This is an optimization exercise on Yosys and OpenROAD, whose aim is small area, a short achievable clock period and few clock cycles per item, not a production implementation. Only simulation tests tie the RTL to the original design; equivalence was not proved. Power figures rest on the tool's default switching activity, not on a simulated workload.

==> flow/design.v <==
package cpu_pkg;
  localparam int data_w    = 16;
  localparam int reg_idx_w = 4;
  typedef enum logic [2:0] {
    op_arith  = 3'b000,
    op_cmpmul = 3'b001,
    op_load   = 3'b010,
    op_store  = 3'b011,
    op_beq    = 3'b100,
    op_jump   = 3'b101
  } opcode_t;
  localparam logic funct_add = 1'b0;
  localparam logic funct_sub = 1'b1;
  localparam logic funct_slt = 1'b0;
  localparam logic funct_mul = 1'b1;
  typedef struct packed {
    opcode_t              opcode;
    logic [reg_idx_w-1:0] rs;
    logic [reg_idx_w-1:0] rt;
    logic [reg_idx_w-1:0] rd;
    logic                 funct;
  } r_fmt_t;
  typedef struct packed {
    opcode_t              opcode;
    logic [reg_idx_w-1:0] rs;
    logic [reg_idx_w-1:0] rt;
    logic signed [4:0]    imm;
  } i_fmt_t;
  typedef struct packed {
    opcode_t     opcode;
    logic [11:0] target;
    logic        unused;
  } j_fmt_t;
  typedef union packed {
    r_fmt_t r_fmt;
    i_fmt_t i_fmt;
    j_fmt_t j_fmt;
  } instr_t;
  typedef enum logic [2:0] {
    st_fetch,
    st_decode,
    st_execute,
    st_memory,
    st_writeback
  } core_state_t;
  localparam logic region_instr = 1'b0;
  localparam logic region_data  = 1'b1;
endpackage
module load_store_unit #(
  parameter int addr_w = 12
) (
  input  logic                       clk,
  input  logic                       rst_n,
  input  logic                       mem_start,
  input  logic                       we,
  input  logic [cpu_pkg::data_w-1:0] data_addr,
  input  logic [cpu_pkg::data_w-1:0] store_data,
  input  logic                       d_ack,
  input  logic [cpu_pkg::data_w-1:0] mem_rdata,
  output logic                       d_req,
  output logic                       d_we,
  output logic [addr_w:0]            d_addr,
  output logic [cpu_pkg::data_w-1:0] d_wdata,
  output logic                       mem_done,
  output logic [cpu_pkg::data_w-1:0] load_data
);
  always_ff @(posedge clk or negedge rst_n) begin
    if (!rst_n) begin
      d_req <= 1'b0;
      d_we  <= 1'b0;
    end else begin
      if (d_req && d_ack) begin
        d_req <= 1'b0;
      end else if (mem_start) begin
        d_req <= 1'b1;
        d_we  <= we;
      end
    end
  end
  assign mem_done = d_req && d_ack;
  always_ff @(posedge clk) begin
    if (mem_start && !d_req) begin
      d_addr  <= {cpu_pkg::region_data, data_addr[addr_w-1:0]};
      d_wdata <= store_data;
    end
    if (d_req && d_ack && !d_we) begin
      load_data <= mem_rdata;
    end
  end
endmodule
module mem_arbiter #(
  parameter int addr_w = 12
) (
  input  logic                       clk,
  input  logic                       rst_n,
  input  logic                       f_req,
  input  logic [addr_w:0]            f_addr,
  input  logic                       d_req,
  input  logic                       d_we,
  input  logic [addr_w:0]            d_addr,
  input  logic [cpu_pkg::data_w-1:0] d_wdata,
  input  logic                       mem_ack,
  output logic                       f_ack,
  output logic                       d_ack,
  output logic                       mem_req,
  output logic                       mem_we,
  output logic [addr_w:0]            mem_addr,
  output logic [cpu_pkg::data_w-1:0] mem_wdata
);
  localparam logic [1:0] own_idle  = 2'd0;
  localparam logic [1:0] own_fetch = 2'd1;
  localparam logic [1:0] own_data  = 2'd2;
  logic [1:0] owner;
  always_ff @(posedge clk or negedge rst_n) begin
    if (!rst_n) begin
      owner <= own_idle;
    end else begin
      case (owner)
        own_idle: begin
          if (d_req) owner <= own_data;
          else if (f_req) owner <= own_fetch;
        end
        own_fetch: if (mem_ack) owner <= d_req ? own_data : own_idle;
        own_data:  if (mem_ack) owner <= f_req ? own_fetch : own_idle;
        default:   owner <= own_idle;
      endcase
    end
  end
  assign mem_req   = (owner != own_idle);
  assign mem_we    = (owner == own_data) && d_we;
  assign mem_addr  = (owner == own_data) ? d_addr : f_addr;
  assign mem_wdata = d_wdata;
  assign f_ack = mem_ack && (owner == own_fetch);
  assign d_ack = mem_ack && (owner == own_data);
endmodule
module fetch_unit #(
  parameter int addr_w = 12
) (
  input  logic                       clk,
  input  logic                       rst_n,
  input  logic                       instr_take,
  input  logic                       redirect,
  input  logic [addr_w-1:0]          redirect_pc,
  input  logic                       f_ack,
  input  logic [cpu_pkg::data_w-1:0] mem_rdata,
  output logic                       f_req,
  output logic [addr_w:0]            f_addr,
  output logic                       instr_valid,
  output cpu_pkg::instr_t            instr,
  output logic [addr_w-1:0]          instr_pc
);
  logic [addr_w-1:0] next_pc;
  logic [addr_w-1:0] req_pc;
  logic              discard;
  logic              issue;
  logic              reply;
  logic              fill;
  assign issue = !f_req && (!instr_valid || instr_take) && !redirect;
  assign reply = f_req && f_ack;
  assign fill  = reply && !discard && !redirect;
  assign f_addr = {cpu_pkg::region_instr, req_pc};
  always_ff @(posedge clk or negedge rst_n) begin
    if (!rst_n) begin
      f_req       <= 1'b0;
      next_pc     <= '0;
      discard     <= 1'b0;
      instr_valid <= 1'b0;
    end else begin
      if (reply) begin
        f_req <= 1'b0;
      end else if (issue) begin
        f_req <= 1'b1;
      end
      if (redirect) begin
        next_pc <= redirect_pc;
      end else if (issue) begin
        next_pc <= next_pc + addr_w'(1);
      end
      if (reply) begin
        discard <= 1'b0;
      end else if (redirect && f_req) begin
        discard <= 1'b1;
      end
      if (redirect) begin
        instr_valid <= 1'b0;
      end else if (fill) begin
        instr_valid <= 1'b1;
      end else if (instr_take) begin
        instr_valid <= 1'b0;
      end
    end
  end
  always_ff @(posedge clk) begin
    if (issue) begin
      req_pc <= next_pc;
    end
    if (fill) begin
      instr    <= mem_rdata;
      instr_pc <= req_pc;
    end
  end
endmodule
module exec_unit (
  input  logic                       clk,
  input  logic                       rst_n,
  input  cpu_pkg::core_state_t       state,
  input  cpu_pkg::instr_t            cur_instr,
  input  logic [cpu_pkg::data_w-1:0] load_data,
  output logic                       rs_eq_rt,
  output logic [cpu_pkg::data_w-1:0] data_addr,
  output logic [cpu_pkg::data_w-1:0] store_data
);
  localparam int num_regs = 2 ** cpu_pkg::reg_idx_w;
  logic signed [cpu_pkg::data_w-1:0] regs [0:num_regs-1];
  logic signed [cpu_pkg::data_w-1:0] op_a;
  logic signed [cpu_pkg::data_w-1:0] op_b;
  logic signed [cpu_pkg::data_w-1:0] alu_out;
  logic signed [cpu_pkg::data_w-1:0] alu_res;
  logic signed [cpu_pkg::data_w-1:0] imm_ext;
  cpu_pkg::opcode_t                  op;
  logic                     use_imm;
  assign op      = cur_instr.r_fmt.opcode;
  assign use_imm = (op == cpu_pkg::op_load) || (op == cpu_pkg::op_store);
  assign imm_ext = cpu_pkg::data_w'($signed(cur_instr.i_fmt.imm));
  always_ff @(posedge clk) begin
    if (state == cpu_pkg::st_decode) begin
      op_a <= regs[cur_instr.i_fmt.rs];
      op_b <= use_imm ? imm_ext : regs[cur_instr.i_fmt.rt];
    end
  end
  always_comb begin
    case (op)
      cpu_pkg::op_arith:  alu_out = (cur_instr.r_fmt.funct == cpu_pkg::funct_sub) ? op_a - op_b : op_a + op_b;
      cpu_pkg::op_cmpmul: begin
        if (cur_instr.r_fmt.funct == cpu_pkg::funct_mul) begin
          alu_out = op_a * op_b;
        end else begin
          alu_out = {{(cpu_pkg::data_w-1){1'b0}}, (op_a < op_b)};
        end
      end
      default:   alu_out = op_a + op_b;
    endcase
  end
  always_ff @(posedge clk) begin
    if (state == cpu_pkg::st_execute) begin
      alu_res <= alu_out;
    end
  end
  assign rs_eq_rt   = (op_a == op_b);
  assign data_addr  = op_a + op_b;
  assign store_data = regs[cur_instr.i_fmt.rt];
  always_ff @(posedge clk or negedge rst_n) begin
    if (!rst_n) begin
      for (int i = 0; i < num_regs; i++) begin
        regs[i] <= '0;
      end
    end else if (state == cpu_pkg::st_writeback) begin
      if (op == cpu_pkg::op_arith || op == cpu_pkg::op_cmpmul) begin
        regs[cur_instr.r_fmt.rd] <= alu_res;
      end else if (op == cpu_pkg::op_load) begin
        regs[cur_instr.i_fmt.rt] <= load_data;
      end
    end
  end
endmodule
module core_ctrl #(
  parameter int addr_w = 12
) (
  input  logic                 clk,
  input  logic                 rst_n,
  input  logic                 instr_valid,
  input  cpu_pkg::instr_t      instr,
  input  logic [addr_w-1:0]    instr_pc,
  input  logic                 mem_done,
  input  logic                 rs_eq_rt,
  output logic                 instr_take,
  output logic                 redirect,
  output logic [addr_w-1:0]    redirect_pc,
  output logic                 mem_start,
  output cpu_pkg::core_state_t state,
  output cpu_pkg::instr_t      cur_instr,
  output logic                 io_stall
);
  cpu_pkg::core_state_t       next_state;
  cpu_pkg::opcode_t           op;
  logic [addr_w-1:0] pc;
  logic [addr_w-1:0] branch_pc;
  logic [addr_w-1:0] jump_pc;
  logic              is_mem;
  logic              is_redirect_op;
  assign op             = cur_instr.r_fmt.opcode;
  assign is_mem         = (op == cpu_pkg::op_load) || (op == cpu_pkg::op_store);
  assign is_redirect_op = (op == cpu_pkg::op_beq) || (op == cpu_pkg::op_jump);
  always_comb begin
    next_state = state;
    case (state)
      cpu_pkg::st_fetch:     if (instr_valid) next_state = cpu_pkg::st_decode;
      cpu_pkg::st_decode:    next_state = cpu_pkg::st_execute;
      cpu_pkg::st_execute:   next_state = is_mem ? cpu_pkg::st_memory : cpu_pkg::st_writeback;
      cpu_pkg::st_memory:    if (mem_done) next_state = cpu_pkg::st_writeback;
      cpu_pkg::st_writeback: next_state = cpu_pkg::st_fetch;
      default:      next_state = cpu_pkg::st_fetch;
    endcase
  end
  always_ff @(posedge clk or negedge rst_n) begin
    if (!rst_n) begin
      state <= cpu_pkg::st_fetch;
    end else begin
      state <= next_state;
    end
  end
  assign instr_take = (state == cpu_pkg::st_fetch) && instr_valid;
  always_ff @(posedge clk or negedge rst_n) begin
    if (!rst_n) begin
      cur_instr <= '0;
      pc        <= '0;
    end else if (instr_take) begin
      cur_instr <= instr;
      pc        <= instr_pc;
    end
  end
  assign branch_pc = pc + addr_w'(1) + addr_w'($signed(cur_instr.i_fmt.imm));
  assign jump_pc   = addr_w'(cur_instr.j_fmt.target);
  assign redirect_pc = (op == cpu_pkg::op_jump) ? jump_pc : branch_pc;
  always_comb begin
    redirect = 1'b0;
    if (state == cpu_pkg::st_execute && is_redirect_op) begin
      redirect = (op == cpu_pkg::op_jump) || rs_eq_rt;
    end
  end
  assign mem_start = (state == cpu_pkg::st_execute) && is_mem;
  always_ff @(posedge clk or negedge rst_n) begin
    if (!rst_n) begin
      io_stall <= 1'b1;
    end else begin
      io_stall <= (state != cpu_pkg::st_writeback);
    end
  end
endmodule
module cpu_top #(
  parameter int addr_w = 12
) (
  input  logic                       clk,
  input  logic                       rst_n,
  output logic                       io_stall,
  output logic                       mem_req,
  output logic                       mem_we,
  output logic [addr_w:0]            mem_addr,
  output logic [cpu_pkg::data_w-1:0] mem_wdata,
  input  logic                       mem_ack,
  input  logic [cpu_pkg::data_w-1:0] mem_rdata
);
  logic              instr_valid;
  cpu_pkg::instr_t            instr;
  logic [addr_w-1:0] instr_pc;
  logic              instr_take;
  logic              redirect;
  logic [addr_w-1:0] redirect_pc;
  cpu_pkg::core_state_t       state;
  cpu_pkg::instr_t            cur_instr;
  logic              rs_eq_rt;
  logic [cpu_pkg::data_w-1:0] data_addr;
  logic [cpu_pkg::data_w-1:0] store_data;
  logic              mem_start;
  logic              mem_done;
  logic [cpu_pkg::data_w-1:0] load_data;
  logic              f_req;
  logic [addr_w:0]   f_addr;
  logic              f_ack;
  logic              d_req;
  logic              d_we;
  logic [addr_w:0]   d_addr;
  logic [cpu_pkg::data_w-1:0] d_wdata;
  logic              d_ack;
  core_ctrl #(.addr_w(addr_w)) u_core_ctrl (
    .clk, .rst_n, .instr_valid, .instr, .instr_pc, .mem_done, .rs_eq_rt,
    .instr_take, .redirect, .redirect_pc, .mem_start, .state, .cur_instr, .io_stall
  );
  exec_unit u_exec_unit (
    .clk, .rst_n, .state, .cur_instr, .load_data,
    .rs_eq_rt, .data_addr, .store_data
  );
  fetch_unit #(.addr_w(addr_w)) u_fetch_unit (
    .clk, .rst_n, .instr_take, .redirect, .redirect_pc, .f_ack, .mem_rdata,
    .f_req, .f_addr, .instr_valid, .instr, .instr_pc
  );
  load_store_unit #(.addr_w(addr_w)) u_load_store_unit (
    .clk, .rst_n, .mem_start,
    .we(cur_instr.i_fmt.opcode == cpu_pkg::op_store),
    .data_addr, .store_data, .d_ack, .mem_rdata,
    .d_req, .d_we, .d_addr, .d_wdata, .mem_done, .load_data
  );
  mem_arbiter #(.addr_w(addr_w)) u_mem_arbiter (
    .clk, .rst_n, .f_req, .f_addr, .d_req, .d_we, .d_addr, .d_wdata, .mem_ack,
    .f_ack, .d_ack, .mem_req, .mem_we, .mem_addr, .mem_wdata
  );
endmodule
==> flow/run.sh <==
#!/bin/bash
# synth_recipe.tcl (not shown) runs the flow's synth.tcl, then flattens the netlist and writes it again
# the make line also repeats each setting of config.mk as NAME=value (left out here)
make -C /OpenROAD-flow-scripts/flow DESIGN_CONFIG=/design/flow/config.mk WORK_HOME=/design/flow/orfs CLKGATE_MAP_FILE= SYNTH_SCRIPT=/design/flow/synth_recipe.tcl finish
==> flow/config.mk <==
export PLATFORM = sky130hd
export DESIGN_NAME = cpu_top
export DESIGN_NICKNAME = cpu_top
export VERILOG_FILES = /design/flow/design.v
export SDC_FILE = /design/flow/constraint.sdc
export NUM_CORES = 4
export LEC_CHECK = 0
export CAP_MARGIN = 20
export CORE_MARGIN = 2
export CORE_UTILIZATION = 40
export SLEW_MARGIN = 20
==> flow/constraint.sdc <==
create_clock -name core_clock -period 8.0 [get_ports {clk}]
set_input_delay 1.6000 -clock core_clock [delete_from_list [all_inputs] [get_ports {clk}]]
set_output_delay 1.6000 -clock core_clock [all_outputs]
set_load 0.01 [all_outputs]
==> run notes, run 1 <==
final hold vios 0; syn_nets about 2800; Synth area leaders dfrtp_1 30%, edfxtp_1 16%, fa_1 6.5%; commonest non-fill, non-tap cells in the layout 306 x dfrtp_1, 261 x nor2_1, 258 x a21oi_1; Max VDD drop approximately 640 uV; Final Util approximately 46%; sequential power share between 20% and 30%; DIE AREA between 60000 and 70000 sq um; max_cap viols 0; Cells after Synth about 2600; initial core utilization between 40% and 50%; Die W roughly 260 um; RSZ-0062 raised after global routing false; Avg Inst Size Synth ~9.8 sq um; WL per Instance 25.21 um; Worst-path clk slew around 60 ps; setup TNS 0 ps; Async SR Flop Fraction between 60 and 70%; leakage 12.30 nW; DR vias/cell 5.989; crit path time final ~6000 ps; commonest non-fill, non-tap cell in the layout dfrtp_1; Remaining Overflow, GRT 0; hold-fix buffers at CTS 0; DRT iter0 DRCs ~2700; num rows just over 90; crit-path max FO 16; count of final setup violators 0; initial antenna violation count 2; CTS tree built; final antenna-violating net count 0; synth warn 6; required time worst endpoint 8380 ps; Tcrit/Tclk final roughly 76%; final worst slack around 2000 ps; via count about 21000; post-synth cell types between 70 and 80; Slew @ Worst Pin 1239 ps; Final Cell Area between 20000 and 30000 sq um; Clk pwr share 17.5%; Clock Sinks 439; Root Buffer clkbuf_16; Total Routing Usage GR 26.60%; hold crit path type flop to flop; Startpoint Class flop; sequential element share of the synthesized area a little under half; Core Box Area roughly 63000 sq um; Storage cell area around 12000 sq um; I/O Pins 51; DRC errors left 0; post-cts sizing count 0; number of global-route vias before repair slightly above 20000; WL final about 88000 um; Die Ht 255.8 um; clk buf depth 3; area of the multi-input gates roughly 13000 sq um; Final Skew roughly 52 ps; sw frac between 40% and 50%; Peak Freq about 0.17 GHz; DP HPWL around 57000 um; GPL Wtd Cong 0.9358; critical path class flop to flop; Primary FF master, synth dfrtp_1; flops & latches, synth roughly 440; largest net degree at the start of global routing 112; Area after DPL about 27000 sq um; Slew HR 16.94%; synth-to-layout area growth 12.90%; setup slack at placement between 2000 and 2500 ps; leading area contributor after synthesis dfrtp_1; Clock H-tree levels 2; first-pass iteration count of the detailed router 8; clock latency on the worst-skew pair around 620 ps; WP data arrival 6420 ps; setup repair bufs after CTS 0; crit path capture type flop; fill count 6012; status finished clean; P_int 7.352 mW; I/O Buffers 50; Final nets 2801; logic gate share of total power 56.4%; Net Switching 6.316 mW; Post-synth EDFFs around 130; CTS Buf Count 49; Synth top area share 30.20%; share of cells above drive strength 1 9.074%; global-route wire length before repair roughly 130000 um; Final Max Slew Viols 0; Netlist Area Pre-Place 25350 sq um; Cell Pwr Density 477.5 nW/um^2
worst max-delay path, stage by stage, from the launching register on:
cell and delay [ps]:
edfxtp_1 870, nand2_1 170, fa_1 530, fa_1 580, fa_1 450, fa_1 540, inv_1 50, fa_1 470
inv_1 50, fa_1 480, inv_1 60, ha_1 350, and3_1 200, a21oi_1 110, o21ai_0 180, nor2_1 170
xnor2_1 140, nand2_1 100, a221oi_2 340
metrics by stage:
stage | cells | total power [mW] | hold WS, ps
after global placement | 3391 | 11.02 | 426.7
after detailed placement | 3391 | 11.18 | 433.9
final | 3481 | 13.67 | 446.4
after CTS | 3480 | 13.62 | 448.9
after floorplan | 2593 | 8.635 | 422.2
after global routing | 3480 | 14.65 | 467.5
synth_stat cells, types with 10 or more instances:
master    instances
nand2b_1         22
nand2_1         242
o211ai_1         10
edfxtp_1        132
nor3_1           30
inv_1           173
a221oi_1         24
buf_2            20
xnor2_1          57
nor2_1          273
o21ai_0         126
mux2_2           39
nand4_1          42
a22o_1           24
nand3_1          35
mux2i_1          21
a22oi_1         182
xor2_1           23
nor4_1           10
and2_1           50
clkbuf_1        145
ha_1            104
fa_1             82
a21o_1           14
dfrtp_1         306
a21oi_1         258
o22a_1           30
final timing paths:
kind	from	endpoint	slack, ps	depth (start not counted)
worst max register to register	u_exec_unit.op_b[1]$_DFFE_PP_	u_exec_unit.alu_res[13]$_DFFE_PP_	1960	18
worst min-delay path	u_fetch_unit.req_pc[7]$_DFFE_PP_	u_fetch_unit.instr_pc[7]$_DFFE_PP_	450	0
max in group asynchronous	rst_n	u_fetch_unit.next_pc[9]$_DFFE_PN0P_	5370	2
worst min register to register	u_fetch_unit.req_pc[7]$_DFFE_PP_	u_fetch_unit.instr_pc[7]$_DFFE_PP_	450	0
min in group asynchronous	rst_n	u_exec_unit.regs[6][5]$_DFFE_PN0P_	1090	1
worst max-delay path	u_exec_unit.op_b[1]$_DFFE_PP_	u_exec_unit.alu_res[13]$_DFFE_PP_	1960	18
state kept, by name, indices dropped and copies added (netlist names), 16 cells and up:
signal,flops
u_exec_unit.alu_res,16
u_exec_unit.op_a,16
u_exec_unit.regs,256
u_load_store_unit.d_wdata,16
u_core_ctrl.cur_instr,16
u_load_store_unit.load_data,16
u_fetch_unit.instr,16
u_exec_unit.op_b,16
area by class of cell:
cell class	count	area share, %
Multi-Input combinational cell	1810	43.73
Sequential cell	439	40.69
Clock buffer	65	4.598
Tap cell	846	3.698
Timing Repair Buffer	123	3.681
Inverter	173	2.269
Clock inverter	24	1.329
Antenna cell	1	0.008742
power groups by stage:
stage / combinational [mW] / sequential, mW / clock [mW]
floorplan: 5.41 / 3.22 / 0
global placement: 7.46 / 3.56 / 0
detailed placement: 7.60 / 3.58 / 0
CTS: 7.66 / 3.55 / 2.42
global route: 8.50 / 3.63 / 2.52
finish: 7.71 / 3.57 / 2.39
per-layer routing:
metal | track usage (%) | share of wire [%] | vias up
met3 | 6.635 | 10 | 354
met5 | 0 | 0 | -
li1 | - | - | 9149
met2 | 41.39 | 45 | 1237
met4 | 12.78 | 5.4 | 0
met1 | 34.81 | 40 | 10110
kinds of logic after synthesis:
| logic type | Yosys count | synth area share (%) |
|---|---|---|
| AO/OA/AOI/OAI | 736 | 18.68 |
| XOR/XNOR | 80 | 2.764 |
| adder cells (fa/ha/maj) | 186 | 11.61 |
| buffers and inverters | 344 | 5.256 |
| flip-flops | 439 | 45.94 |
| multiplexers | 60 | 2.561 |
| AND/OR/NAND/NOR | 748 | 13.19 |
Testbench counts, summed over its fixed seeds: cycles 118,560, instrs 24,000.
==> run 2: changes to the inputs <==
==> flow/design.v (replaced) <==
package cpu_pkg;
  localparam int data_w    = 16;
  localparam int reg_idx_w = 4;
  typedef enum logic [2:0] {
    op_arith  = 3'b000,
    op_cmpmul = 3'b001,
    op_load   = 3'b010,
    op_store  = 3'b011,
    op_beq    = 3'b100,
    op_jump   = 3'b101
  } opcode_t;
  localparam logic funct_add = 1'b0;
  localparam logic funct_sub = 1'b1;
  localparam logic funct_slt = 1'b0;
  localparam logic funct_mul = 1'b1;
  typedef struct packed {
    opcode_t              opcode;
    logic [reg_idx_w-1:0] rs;
    logic [reg_idx_w-1:0] rt;
    logic [reg_idx_w-1:0] rd;
    logic                 funct;
  } r_fmt_t;
  typedef struct packed {
    opcode_t              opcode;
    logic [reg_idx_w-1:0] rs;
    logic [reg_idx_w-1:0] rt;
    logic signed [4:0]    imm;
  } i_fmt_t;
  typedef struct packed {
    opcode_t     opcode;
    logic [11:0] target;
    logic        unused;
  } j_fmt_t;
  typedef union packed {
    r_fmt_t r_fmt;
    i_fmt_t i_fmt;
    j_fmt_t j_fmt;
  } instr_t;
  typedef enum logic [2:0] {
    st_fetch,
    st_decode,
    st_execute,
    st_memory,
    st_writeback
  } core_state_t;
  localparam logic region_instr = 1'b0;
  localparam logic region_data  = 1'b1;
endpackage
module cpu_top #(
  parameter int addr_w = 12
) (
  input  logic                       clk,
  input  logic                       rst_n,
  output logic                       io_stall,
  output logic                       mem_req,
  output logic                       mem_we,
  output logic [addr_w:0]            mem_addr,
  output logic [cpu_pkg::data_w-1:0] mem_wdata,
  input  logic                       mem_ack,
  input  logic [cpu_pkg::data_w-1:0] mem_rdata
);
  localparam int dw = cpu_pkg::data_w;
  logic              run;       
  logic              ir_v;      
  logic [15:0]       ir;
  logic [addr_w-1:0] pc;        
  logic [dw-1:0]     op_a;      
  logic [dw-1:0]     op_b;      
  logic [dw-1:0]     regs [0:15];
  logic [2:0]        op;
  logic [3:0]        rs, rt, rd;
  logic              is_mem, is_load, is_store, is_alu;
  logic              take;
  logic [addr_w-1:0] imm_x;
  logic [addr_w-1:0] fetch_pc;
  logic              data_cyc;
  logic              fetch_ack;
  logic [dw-1:0]     alu_out;
  logic              wr_en;
  logic [3:0]        wr_idx;
  logic [dw-1:0]     wr_data;
  logic [3:0]        idx_a, idx_b;
  assign op       = ir[15:13];
  assign rs       = ir[12:9];
  assign rt       = ir[8:5];
  assign rd       = ir[4:1];
  assign is_load  = (op == 3'b010);
  assign is_store = (op == 3'b011);
  assign is_mem   = is_load || is_store;
  assign is_alu   = (op[2:1] == 2'b00);
  assign imm_x    = addr_w'($signed(ir[4:0]));
  assign take     = ir_v && ((op == 3'b101) || ((op == 3'b100) && (op_a == op_b)));
  assign fetch_pc = !take ? pc : (op[0] ? ir[12:1] : pc + imm_x);
  assign data_cyc  = ir_v && is_mem;
  assign mem_req   = run;
  assign mem_we    = data_cyc && is_store;
  assign mem_addr  = data_cyc ? {1'b1, op_a[addr_w-1:0] + imm_x} : {1'b0, fetch_pc};
  assign mem_wdata = op_b;
  assign fetch_ack = mem_ack && !data_cyc;
  always_comb begin
    case ({op[0], ir[0]})
      2'b00:   alu_out = op_a + op_b;
      2'b01:   alu_out = op_a - op_b;
      2'b10:   alu_out = {{(dw-1){1'b0}}, ($signed(op_a) < $signed(op_b))};
      default: alu_out = op_a * op_b;
    endcase
  end
  assign wr_en   = mem_ack && ir_v && (is_alu || is_load);
  assign wr_idx  = is_load ? rt : rd;
  assign wr_data = is_load ? mem_rdata : alu_out;
  always_ff @(posedge clk or negedge rst_n) begin
    if (!rst_n) begin
      for (int i = 0; i < 16; i++) regs[i] <= '0;
    end else if (wr_en) begin
      regs[wr_idx] <= wr_data;
    end
  end
  assign idx_a = fetch_ack ? mem_rdata[12:9] : rs;
  assign idx_b = fetch_ack ? mem_rdata[8:5]  : rt;
  always_ff @(posedge clk) begin
    op_a <= (wr_en && wr_idx == idx_a) ? wr_data : regs[idx_a];
    op_b <= (wr_en && wr_idx == idx_b) ? wr_data : regs[idx_b];
  end
  always_ff @(posedge clk or negedge rst_n) begin
    if (!rst_n) begin
      run      <= 1'b0;
      ir_v     <= 1'b0;
      ir       <= '0;
      pc       <= '0;
      io_stall <= 1'b1;
    end else begin
      run      <= 1'b1;
      io_stall <= !(mem_ack && ir_v);
      if (fetch_ack) begin
        ir   <= mem_rdata;
        ir_v <= 1'b1;
        pc   <= fetch_pc + addr_w'(1);
      end else if (mem_ack) begin
        ir_v <= 1'b0;
      end
    end
  end
endmodule
==> run 2 against run 1 <==
Largest power group unchanged. Cell area shrank 12%. Maximum frequency shrank 10%. Sequential share of layout area shrank 9.7 points. Highest routed layer unchanged. Flip-flop and latch count shrank 120. Die area shrank 11%. Critical path type unchanged. Synthesized cell count shrank 9.1%. Critical path depth is the same. Total power shrank 32%. Largest cell class unchanged. Clock power shrank 23%. Global-route usage grew 1.4 points. Combinational power shrank 41%.
==> run notes, run 2 <==
Synth Area in Compound Gates 19.35% (was 18.68%); post-synth cell types 83 (was 73); Worst R2R End regs[0][15]$_DFFE_PN0P_ (was u_exec_unit.alu_res[13]$_DFFE_PP_); worst path buffer plus inverter count 3 (unchanged); Total Routing Usage GR 27.97% (was 26.60%); DRC errors left 0 (unchanged); post-cts sizing count 0 (unchanged); Top delay family on crit path adder cells (unchanged); count of final setup violators 0 (unchanged); syn_nets 2562 (was 2798); Primary FF master, synth dfrtp_1 (unchanged); clk buf depth 3 (unchanged); I/O Pins 51 (unchanged); commonest non-fill, non-tap cells in the layout 286 x nand2_1, 286 x dfrtp_1, 175 x a22oi_1 (was 306 x dfrtp_1, 261 x nor2_1, 258 x a21oi_1); setup repair bufs after CTS 0 (unchanged); RSZ-0062 raised after global routing false (unchanged); critical-path cell list nand2_1, fa_1, fa_1, inv_1, fa_1, fa_1, fa_1, inv_1, fa_1, inv_1, ha_1, nand2_1, o41ai_1, a31oi_1, xnor2_1, a22oi_1, a31oi_2, mux2_2 (was nand2_1, fa_1, fa_1, fa_1, fa_1, inv_1, fa_1, inv_1, fa_1, inv_1, ha_1, and3_1, a21oi_1, o21ai_0, nor2_1, xnor2_1, nand2_1, a221oi_2); Final Skew 38.43 ps (was 51.68 ps); Async SR Flop Fraction 89.97% (was 69.93%); Cells after Synth 2356 (was 2593); num rows 87 (was 92); CTS Buf Count 38 (was 49); CP most frequent cell fa_1 (unchanged); WL per Instance 26.41 um (was 25.21 um); Remaining Overflow, GRT 0 (unchanged); Clock Sinks 319 (was 439); crit path time final 6729 ps (was 6041 ps); synth-to-layout area growth 11.75% (was 12.90%); Post-Synth Simple-Gate Area 15.23% (was 13.19%); DP HPWL 56200 um (was 56530 um); WL final 83460 um (was 87760 um); Tot Pwr 9.284 mW (was 13.67 mW); flops & latches, synth 319 (was 439); initial antenna violation count 0 (was 2); hold path depth 2 (was 0); WHS Endpoint regs[8][0]$_DFFE_PN0P_ (was u_fetch_unit.instr_pc[7]$_DFFE_PP_); first-pass iteration count of the detailed router 6 (was 8); Post-synth EDFFs 0 (was 132); Synth top area share 31.64% (was 30.20%); DIE AREA 58470 sq um (was 65410 sq um); most flop-heavy register regs (was u_exec_unit.regs); status finished clean (unchanged); Startpoint Class flop (unchanged); required time worst endpoint 8500 ps (was 8380 ps); Slew @ Worst Pin 1251 ps (was 1239 ps); via count 19650 (was 20850); Slew HR 15.97% (was 16.94%); share of cells above drive strength 1 14.77% (was 9.074%); DR vias/cell 6.218 (was 5.989); Max VDD drop 196.9 uV (was 637.6 uV); Worst-path clk slew 60 ps (about the same); Die Ht 241.8 um (was 255.8 um); clock latency on the worst-skew pair 600 ps (was 620 ps); leakage 11.11 nW (was 12.30 nW); RR Startpoint op_b[1]$_DFF_P_ (was u_exec_unit.op_b[1]$_DFFE_PP_); xor/xnor share of the synthesized area 3.197% (was 2.764%); number of global-route vias before repair 19330 (was 20670); Die W 241.8 um (was 255.8 um); sequential element share of the synthesized area 34.59% (was 45.94%); largest net degree at the start of global routing 77 (was 112); critical path class flop to flop (unchanged); startpoint of the worst hold path regs[8][0]$_DFFE_PN0P_ (was u_fetch_unit.req_pc[7]$_DFFE_PP_); adder-cell share of the synthesized area 13.13% (was 11.61%); R2R depth 18 (unchanged); Core Box Area 56170 sq um (was 62850 sq um); Worst R2R Setup Slack 1270 ps (was 1960 ps); hold-fix buffers at CTS 0 (unchanged); Avg Inst Size Synth 9.602 sq um (was 9.778 sq um); crit path capture type flop (unchanged); Synth area leaders dfrtp_1 32%, fa_1 7.4%, mux2_2 7.0% (was dfrtp_1 30%, edfxtp_1 16%, fa_1 6.5%); leading area contributor after synthesis dfrtp_1 (unchanged); global-route wire length before repair 124500 um (was 131300 um); Tcrit/Tclk final 84.11% (was 75.51%); I/O Buffers 50 (unchanged); Clock H-tree levels 2 (unchanged); max reg flops 256 (unchanged); max_cap viols 0 (unchanged); final hold vios 0 (unchanged); Critical Path Source op_b[1]$_DFF_P_ (was u_exec_unit.op_b[1]$_DFFE_PP_); Peak Freq 0.1486 GHz (was 0.1655 GHz); Final Max Slew Viols 0 (unchanged); setup TNS 0 ps (unchanged); hold crit path type flop to flop (unchanged); crit-path max FO 18 (was 16); final antenna-violating net count 0 (unchanged); Worst path max stage delay 780 ps (was 870 ps); Cell Pwr Density 367.3 nW/um^2 (was 477.5 nW/um^2); critical path's slowest cell dfxtp_1 (was edfxtp_1); Post-synth top cells 286 x dfrtp_1, 286 x nand2_1, 175 x a22oi_1 (was 306 x dfrtp_1, 273 x nor2_1, 258 x a21oi_1); GPL Wtd Cong 0.9536 (was 0.9358); Final nets 2581 (was 2801); Netlist Area Pre-Place 22620 sq um (was 25350 sq um); largest family of logic cells by synthesized area compound AO/OA/AOI/OAI gates (unchanged); initial core utilization 40.27% (was 40.34%); CTS tree built (unchanged); synth warn 2 (was 6); Root Buffer clkbuf_16 (unchanged); DRT iter0 DRCs 2885 (was 2740); post-synthesis mux area share 8.496% (was 2.561%); WP data arrival 7230 ps (was 6420 ps)
## run 2: changes by cell type in the layout (fill, tap and decap cells not counted), sizes merged, moves of 14 or more
cell / before / now
nor2: 273 / 95
a21oi: 259 / 91
edfxtp: 132 / 0
mux2: 39 / 140
o21ai: 127 / 178
nand2: 243 / 287
dfxtp: 0 / 32
nor4: 10 / 37
dfrtp: 306 / 286
o22a: 30 / 11
o22ai: 3 / 22
o31ai: 8 / 25
clkbuf: 65 / 51
## run 2: cell type report
type | instances | area, sq um
Antenna cell | 1 | 2.502
Clock buffer | 51 | 1090
Clock inverter | 17 | 230.2
Fill cell | 5340 | 30890
Inverter | 169 | 659.4
Multi-Input combinational cell | 1731 | 13520
Sequential cell | 319 | 7824
Tap cell | 756 | 945.9
Timing Repair Buffer | 116 | 1008
## run 2: routing by layer
metal	up-vias	track usage [%]	routed length, um
met1	9626	37.08	33510
met2	1223	42.61	36330
met4	0	13.44	4552
met3	315	7.159	9067
met5	-	0	0
li1	8484	-	-
## run 2: logic make-up (layout without fill, tap and decap cells)
group,after synthesis,after routing
AOI/OAI and AO/OA,648,648
buffers and inverters,306,353
DFF,319,319
muxes,172,172
adders and majority gates,187,187
xor gates and xnor gates,81,81
and+or+nand+nor,642,642
other,1,2
## run 2: stage by stage
stage	std cells	worst slack (ps)	cell area [sq um]	hold WS (ps)	util [%]
finish	3160	1271	25280	513.9	45.01
detailed placement	3090	1275	23940	495.4	42.63
global placement	3088	1419	23910	487.7	42.57
CTS	3158	1259	25260	508.5	44.98
floorplan	2356	2125	22620	469.2	-
global route	3159	807.2	25280	531.8	45.00
## run 2: power by group
part	internal, mW	total [mW]	switching (mW)
registers	2.19	2.89	0.692
logic	1.69	4.56	2.87
clock network	1.07	1.83	0.767
## run 2: worst register-to-register path: stages (launching register included)
cell	delay, ps
dfxtp_1	780
nand2_1	200
fa_1	530
fa_1	540
inv_1	50
fa_1	480
fa_1	510
fa_1	490
inv_1	50
fa_1	470
inv_1	40
ha_1	350
nand2_1	70
o41ai_1	450
a31oi_1	250
xnor2_1	270
a22oi_1	130
a31oi_2	680
mux2_2	290
## run 2: how the worst max path moves through the flow
stage                                     endpoint  depth (start not counted)  slack, ps
after detailed placement   regs[0][15]$_DFFE_PN0P_                         18       1280
after CTS                  regs[0][15]$_DFFE_PN0P_                         18       1260
after global routing       regs[0][15]$_DFFE_PN0P_                         18        810
after global placement    regs[12][15]$_DFFE_PN0P_                         18       1420
final                      regs[0][15]$_DFFE_PN0P_                         18       1270
after floorplan            regs[0][15]$_DFFE_PN0P_                         22       2120
Testbench counts of run 2, summed over its fixed seeds: cycles 31,297, instrs 24,000.

static timing again, ports no longer ideal:
How much do the figures lean on ideal ports? The routed layouts below were timed once more, with nothing changed but the port constraints. Step 1 assumes that a clkbuf_16 drives the clock port and a buf_2 every other input. Step 2 moves the port delays by t, midway between the first and last clock arrival at a register: inputs arrive t later, outputs are due t later. That takes back most of the time a late clock gives input paths. Three values: ideal, step 1, step 2; two values: the first two.
| run | t, ns | setup slack, ns | hold slack, ns | pins driven straight from the clock port |
|---|---|---|---|---|
| run 1 | 0.657 | 1.959 / 1.959 / 1.959 | 0.446 / 0.446 / 0.446 | 1 |
| run 2 | 0.640 | 1.271 / 1.271 / 1.271 | 0.514 / 0.514 / 0.514 | 1 |
After both steps every run listed still meets setup and hold.
